Background: an optimization exercise with open tools, aiming at small area, a short achievable clock period and few clock cycles per item. Do not read the settings as production practice.
Function was checked by simulation only, so behaviour that the tests miss may differ from the original.
Power figures rest on the tool's default switching activity, not on a simulated workload.

--- config.mk ---
export PLATFORM = sky130hd
export DESIGN_NAME = mandel_engine
export DESIGN_NICKNAME = mandel_engine
export VERILOG_FILES = /design/flow/design.v
export SDC_FILE = /design/flow/constraint.sdc
export NUM_CORES = 4
export LEC_CHECK = 0
export CAP_MARGIN = 20
export CORE_MARGIN = 2
export CORE_UTILIZATION = 40
export SLEW_MARGIN = 20
--- constraint.sdc ---
create_clock -name core_clock -period 14.0 [get_ports {clk}]
set_input_delay 2.8000 -clock core_clock [delete_from_list [all_inputs] [get_ports {clk}]]
set_output_delay 2.8000 -clock core_clock [all_outputs]
set_load 0.01 [all_outputs]
--- design.v ---
module mandel_iter #(
    parameter int BITS = 16
) (
    input  logic                   clk,
    input  logic                   phase,
    input  logic signed [BITS-1:0] cx,
    input  logic signed [BITS-1:0] cy,
    input  logic signed [BITS-1:0] x,
    input  logic signed [BITS-1:0] y,
    output logic signed [BITS-1:0] x_out,
    output logic signed [BITS-1:0] y_out,
    output logic                   escape
);
    localparam int F = BITS - 3;
    localparam int W = BITS + 4;
    localparam logic signed [W-1:0] FOUR = W'(1) << (BITS - 1);
    logic signed [2*BITS-1:0] pxx, pyy, pxy;
    logic signed [W-1:0] xx_q, yy_q, xy2_q;
    logic signed [W-1:0] mag, xn, yn, cxw, cyw;
    logic ovf_x, ovf_y;
    assign pxx = x * x;
    assign pyy = y * y;
    assign pxy = x * y;
    always_ff @(posedge clk) begin
        if (!phase) begin
            xx_q  <= W'(pxx >>> F);
            yy_q  <= W'(pyy >>> F);
            xy2_q <= W'(pxy >>> (F - 1));
        end
    end
    assign cxw = {{(W-BITS){cx[BITS-1]}}, cx};
    assign cyw = {{(W-BITS){cy[BITS-1]}}, cy};
    assign mag = xx_q + yy_q;
    assign xn  = xx_q - yy_q + cxw;
    assign yn  = xy2_q + cyw;
    assign ovf_x = xn[W-1:BITS-1] != {(W-BITS+1){xn[BITS-1]}};
    assign ovf_y = yn[W-1:BITS-1] != {(W-BITS+1){yn[BITS-1]}};
    assign escape = (mag >= FOUR) || ovf_x || ovf_y;
    assign x_out  = xn[BITS-1:0];
    assign y_out  = yn[BITS-1:0];
endmodule
module mandel_engine #(
    parameter int BITS      = 16,
    parameter int ITER_BITS = 7
) (
    input  logic                   clk,
    input  logic                   rst_n,
    input  logic                   in_valid,
    output logic                   in_ready,
    input  logic signed [BITS-1:0] in_x,
    input  logic signed [BITS-1:0] in_y,
    input  logic                   julia_mode,
    input  logic signed [BITS-1:0] julia_cx,
    input  logic signed [BITS-1:0] julia_cy,
    input  logic [ITER_BITS-1:0]   max_iter,
    input  logic                   abort,
    output logic                   out_valid,
    input  logic                   out_ready,
    output logic [ITER_BITS-1:0]   out_iter,
    output logic                   out_escaped,
    output logic                   busy
);
    localparam logic [1:0] S_IDLE = 2'd0;
    localparam logic [1:0] S_RUN  = 2'd1;
    localparam logic [1:0] S_DONE = 2'd2;
    logic [1:0] state_q, state_d;
    logic phase_q, phase_d;
    logic [ITER_BITS-1:0] iter_q, iter_d, lim_q, lim_d;
    logic [ITER_BITS-1:0] oit_q, oit_d, iter_inc;
    logic oesc_q, oesc_d, ov_q, ov_d;
    logic signed [BITS-1:0] cx_q, cx_d, cy_q, cy_d;
    logic signed [BITS-1:0] zx_q, zx_d, zy_q, zy_d;
    logic signed [BITS-1:0] xo, yo;
    logic esc;
    mandel_iter #(.BITS(BITS)) u_iter (
        .clk   (clk),
        .phase (phase_q),
        .cx    (cx_q),
        .cy    (cy_q),
        .x     (zx_q),
        .y     (zy_q),
        .x_out (xo),
        .y_out (yo),
        .escape(esc)
    );
    assign iter_inc = iter_q + ITER_BITS'(1);
    always_comb begin
        state_d = state_q;
        phase_d = phase_q;
        iter_d  = iter_q;
        lim_d   = lim_q;
        oit_d   = oit_q;
        oesc_d  = oesc_q;
        ov_d    = ov_q;
        cx_d    = cx_q;
        cy_d    = cy_q;
        zx_d    = zx_q;
        zy_d    = zy_q;
        case (state_q)
            S_IDLE: begin
                if (in_valid) begin
                    cx_d    = julia_mode ? julia_cx : in_x;
                    cy_d    = julia_mode ? julia_cy : in_y;
                    zx_d    = in_x;
                    zy_d    = in_y;
                    lim_d   = max_iter;
                    iter_d  = '0;
                    phase_d = 1'b0;
                    state_d = S_RUN;
                end
            end
            S_RUN: begin
                phase_d = ~phase_q;
                if (phase_q) begin
                    if (esc) begin
                        state_d = S_DONE;
                        oesc_d  = 1'b1;
                        oit_d   = iter_q;
                    end else if (iter_q == lim_q) begin
                        state_d = S_DONE;
                        oesc_d  = 1'b0;
                        oit_d   = lim_q;
                    end else begin
                        zx_d   = xo;
                        zy_d   = yo;
                        iter_d = iter_inc;
                    end
                end
            end
            S_DONE: begin
                ov_d = 1'b1;
                if (ov_q && out_ready) begin
                    ov_d    = 1'b0;
                    state_d = S_IDLE;
                end
            end
            default: state_d = S_IDLE;
        endcase
        if (abort) begin
            state_d = S_IDLE;
            ov_d    = 1'b0;
            phase_d = 1'b0;
        end
    end
    always_ff @(posedge clk) begin
        if (!rst_n) begin
            state_q <= S_IDLE;
            phase_q <= 1'b0;
            iter_q  <= '0;
            lim_q   <= '0;
            oit_q   <= '0;
            oesc_q  <= 1'b0;
            ov_q    <= 1'b0;
            cx_q    <= '0;
            cy_q    <= '0;
            zx_q    <= '0;
            zy_q    <= '0;
        end else begin
            state_q <= state_d;
            phase_q <= phase_d;
            iter_q  <= iter_d;
            lim_q   <= lim_d;
            oit_q   <= oit_d;
            oesc_q  <= oesc_d;
            ov_q    <= ov_d;
            cx_q    <= cx_d;
            cy_q    <= cy_d;
            zx_q    <= zx_d;
            zy_q    <= zy_d;
        end
    end
    assign in_ready    = (state_q == S_IDLE) && rst_n;
    assign out_valid   = ov_q;
    assign out_iter    = oit_q;
    assign out_escaped = oesc_q;
    assign busy        = state_q != S_IDLE;
endmodule
--- run.sh ---
#!/bin/bash
# synth_recipe.tcl (not shown) runs the flow's synth.tcl, then flattens the netlist and writes it again
# the make line also repeats each setting of config.mk as NAME=value (left out here)
make -C /OpenROAD-flow-scripts/flow DESIGN_CONFIG=/design/flow/config.mk WORK_HOME=/design/flow/orfs CLKGATE_MAP_FILE= SYNTH_SCRIPT=/design/flow/synth_recipe.tcl finish
==> summary.txt <==
-- tightest hold or removal path, stage by stage, from the launching register on --
cell and delay, ps:
dfxtp_1 310, nand2_1 50, mux2i_1 50
-- worst paths after layout --
check / end / slack [ps] / cells after the start
max: u_iter.yy_q[18]$_DFFE_PN_ / 6400 / 23
min: zy_q[7]$_SDFFE_PN0P_ / 460 / 2
max reg2reg: u_iter.yy_q[18]$_DFFE_PN_ / 6400 / 23
min reg2reg: zy_q[7]$_SDFFE_PN0P_ / 460 / 2
-- per-stage QoR --
| stage | cell area (µm²) | worst slack (ps) | total power, W |
|---|---|---|---|
| floorplan | 35700 | 7590 | 0.00322 |
| global placement | 37800 | 6570 | 0.00406 |
| detailed placement | 37800 | 6480 | 0.00412 |
| CTS | 38400 | 6440 | 0.00464 |
| global route | 38400 | 5880 | 0.00510 |
| finish | 38400 | 6400 | 0.00462 |
-- metal layers --
metal | vias up | GRT usage [%]
met2 | 474 | 33.4
met4 | 0 | 4.62
met1 | 12800 | 28.1
met3 | 64 | 1.68
met5 | - | 0
li1 | 11800 | -
-- registers in the layout, summed over array words and instances, names as in the netlist --
signal and flops:
ov_q 1, u_iter.xy2_q 20, cx_q 16, phase_q 1
zy_q 16, state_q 2, oit_q 7, cy_q 16
zx_q 16, iter_q 7, u_iter.xx_q 19, oesc_q 1
lim_q 7, u_iter.yy_q 19
-- power breakdown --
| group | internal, W | leakage (nW) | switching (W) |
|---|---|---|---|
| logic | 0.00137 | 18.6 | 0.00201 |
| clock network | 0.000248 | 0.304 | 0.000253 |
| registers | 0.000623 | 1.38 | 0.000107 |
-- cell type report --
cell class                      instances  area (µm²)  area share (%)
Multi-Input combinational cell       2554       27700            72.2
Inverter                             1034        3880            10.1
Sequential cell                       148        3540            9.23
Tap cell                             1165        1460            3.80
Timing Repair Buffer                  128        1170            3.05
Clock buffer                           17         425            1.11
Clock inverter                         15         201           0.525
-- cell families after synthesis --
logic type,Yosys count,share of synthesized area (%)
DFF,148,9.91
muxes,68,1.91
buffers and inverters,1189,12.6
adders and majority gates,1059,52.8
AOI/OAI and AO/OA,382,7.69
and+or+nand+nor,913,11.9
xor gates and xnor gates,132,3.23
-- synthesized netlist by cell type, drive strengths merged (7+ instances only) --
cell	n
a21o	46
ha	312
a21boi	11
nor2b	15
nand3	26
o211a	33
edfxtp	58
a31o	10
buf	9
o31ai	8
a311oi	9
mux2i	67
xor2	35
fa	747
dfxtp	90
nand2b	23
o21bai	8
and2	175
a31oi	11
a21oi	77
and3	12
or2	8
nand2	411
o211ai	9
a211oi	36
clkinv	8
clkbuf	143
o21a	17
nand4	16
o21ai	59
nor2	165
nor3	32
a41o	7
xnor2	97
inv	1026
==> flow_metrics.py <==
metrics = {
    "outcome": {
        "outcome": "no timing/DRC/antenna violations",
    },
    "critical_path": {
        "slowest_stage": "o21ai_0",
        "path_cells": "buf_4 -> clkinv_1 -> fa_1 -> fa_1 -> inv_1 -> ha_1 -> inv_1 -> fa_1 -> fa_1 -> inv_1 -> fa_1 -> ha_1 -> a21o_1 -> a21o_1 -> a21oi_1 -> o22ai_1 -> o21ai_0 -> a211oi_1 -> nor2_1 -> a21oi_1 -> and4_1 -> a2111oi_0 -> xnor2_1",
        "crit_top_cell": "fa_1",
        "worstSetupStartpoint": "zy_q[3]$_SDFFE_PN0P_",
        "critPathLaunchType": "register",
        "crit_buf_inv": 5,
        "critPathMaxFanout": 28,
        "crit_type": "reg2reg",
        "crit_family": "adder cells",
        "cp-end-kind": "register",
        "slowest_delay_ps": 720,
        "cp.required_ps": 14210,
        "r2r-start": "zy_q[3]$_SDFFE_PN0P_",
        "cp_data_arrival_time_ps": 7810,
    },
    "layout": {
        "insertedDiodeCount": 0,
        "mostFrequentLayoutCell": "inv_1",
        "syn2layout_area_growth_pct": 7.42,
        "mostFrequentLayoutCells": "inv_1, fa_1, nand2_1",
        "nFillCells": 8672,
        "layout.nets": 5019,
        "final_core_util_pct": 43.4,
        "drive_above_1_share_pct": 2.93,
        "stdcell_count": 5061,
    },
    "timing": {
        "finalMaxSlewViolations": 0,
        "hold_viol_final": 0,
        "fmax_ghz": 0.132,
        "fin_tns_setup_ps": 0,
        "worst_slew_pin_slew_ps": 1160,
        "rsz0062_at_grt": "false",
        "timing.hold.ws_ps": 463,
        "setup_violations": 0,
        "min_period_ps": 7600,
        "slew_headroom_pct": 22.0,
        "period_share_pct": 54.3,
        "fin_worst_skew_ps": 18.4,
    },
    "global_route": {
        "antenna_found_initial": 1,
        "grt_usage_pct": 19.9,
        "grt_pass1_wl_mm": 142,
        "grt_overflow": 0,
        "grt_max_degree": 82,
        "grt_pass1_vias": 26000,
    },
    "cts": {
        "postCtsSetupBuffers": 0,
        "clock-sinks": 148,
        "clockBufferDepth": 2,
        "cts_tree": "built",
        "clk-insertion-delay-late_ps": 470,
        "clk_pin_slew_worst_paths_ps": 80,
        "cts_resized": 0,
        "cts_root_buffer": "clkbuf_16",
        "cts_buffers": 17,
        "holdBufCountCts": 0,
        "h-tree-depth": 4,
    },
    "hold_path": {
        "hold_class": "reg2reg",
        "min_from": "zy_q[7]$_SDFFE_PN0P_",
    },
    "power": {
        "peakVddDrop_v": 0.0000940,
        "pwr_density_cell_nw_per_um2": 120,
        "power_leakage_nw": 20.3,
    },
    "synth": {
        "synth_edf_count": 58,
        "syn_avg_cell_area_um2": 9.19,
        "synth-seq-cells": 148,
        "yosys.area.top_type": "fa_1",
        "synth_area_leaders": "fa_1, ha_1, inv_1",
        "yosysTopAreaCellShare_pct": 41.8,
        "synth_warnings": 2,
        "ys.flop_type": "dfxtp_1",
        "synth_cell_types": 82,
        "netlist_instances": 3891,
        "synth_nets": 5027,
        "seq_area_frac_synth_pct": 9.91,
        "syn_area_um2": 35700,
        "synthArstFlopShare_pct": 0,
    },
    "placed_design": {
        "gp_congestion": 0.855,
        "dp_cells": 5029,
        "portBuffers": 87,
        "hpwl_mm": 68.1,
    },
    "floorplanning": {
        "ios": 88,
        "die_w_um": 303,
        "die_y_um": 303,
        "dieArea_um2": 91800,
        "row_count": 109,
        "core_um2": 88500,
        "start_util_pct": 40.4,
    },
    "drt": {
        "ant_nets": 0,
        "met3_length_mm": 3.42,
        "drt-pass1-iter-count": 6,
        "wl_met1_mm": 39.4,
        "drc_errors": 0,
        "wl_met2_mm": 42.2,
        "vias_per_cell": 4.95,
        "routed.top_layer": "met4",
        "wire_per_inst_um": 17.2,
        "drt_wl_total_mm": 86.9,
        "dr_total_vias": 25100,
        "drt_iter0_markers": 1234,
    },
    "run": {
        "drv_cap": 0,
    },
}
Testbench counts, summed over its fixed seeds: cycles 199,926, points 2,048.

## port drivers added, routing unchanged
No port has a modelled driver above. Below, the same layout with a new extraction and two added sets of constraints.
Step 1: set_driving_cell puts a clkbuf_16 on clk and a buf_2 on each other input, an assumption about the parent block.
Step 2 moves the port delays by t, midway between the first and last clock arrival at a register: inputs arrive t later, outputs are due t later. That takes back most of the time a late clock gives input paths.
Slacks: no drivers / after step 1 / after step 2; pairs: no drivers / after step 1.
t (ns): 0.522
setup WS [ns]: 6.396 / 6.396 / 6.396
worst hold slack (ns): 0.463 / 0.463 / 0.463
worst register clock-pin slew, ns: 0.09 / 0.09
pins driven straight from the clock port: 1
After both steps setup and hold are still met in this run. The setup slack of this run moves by 0.000 ns with the drivers and by 0.000 ns with both steps.
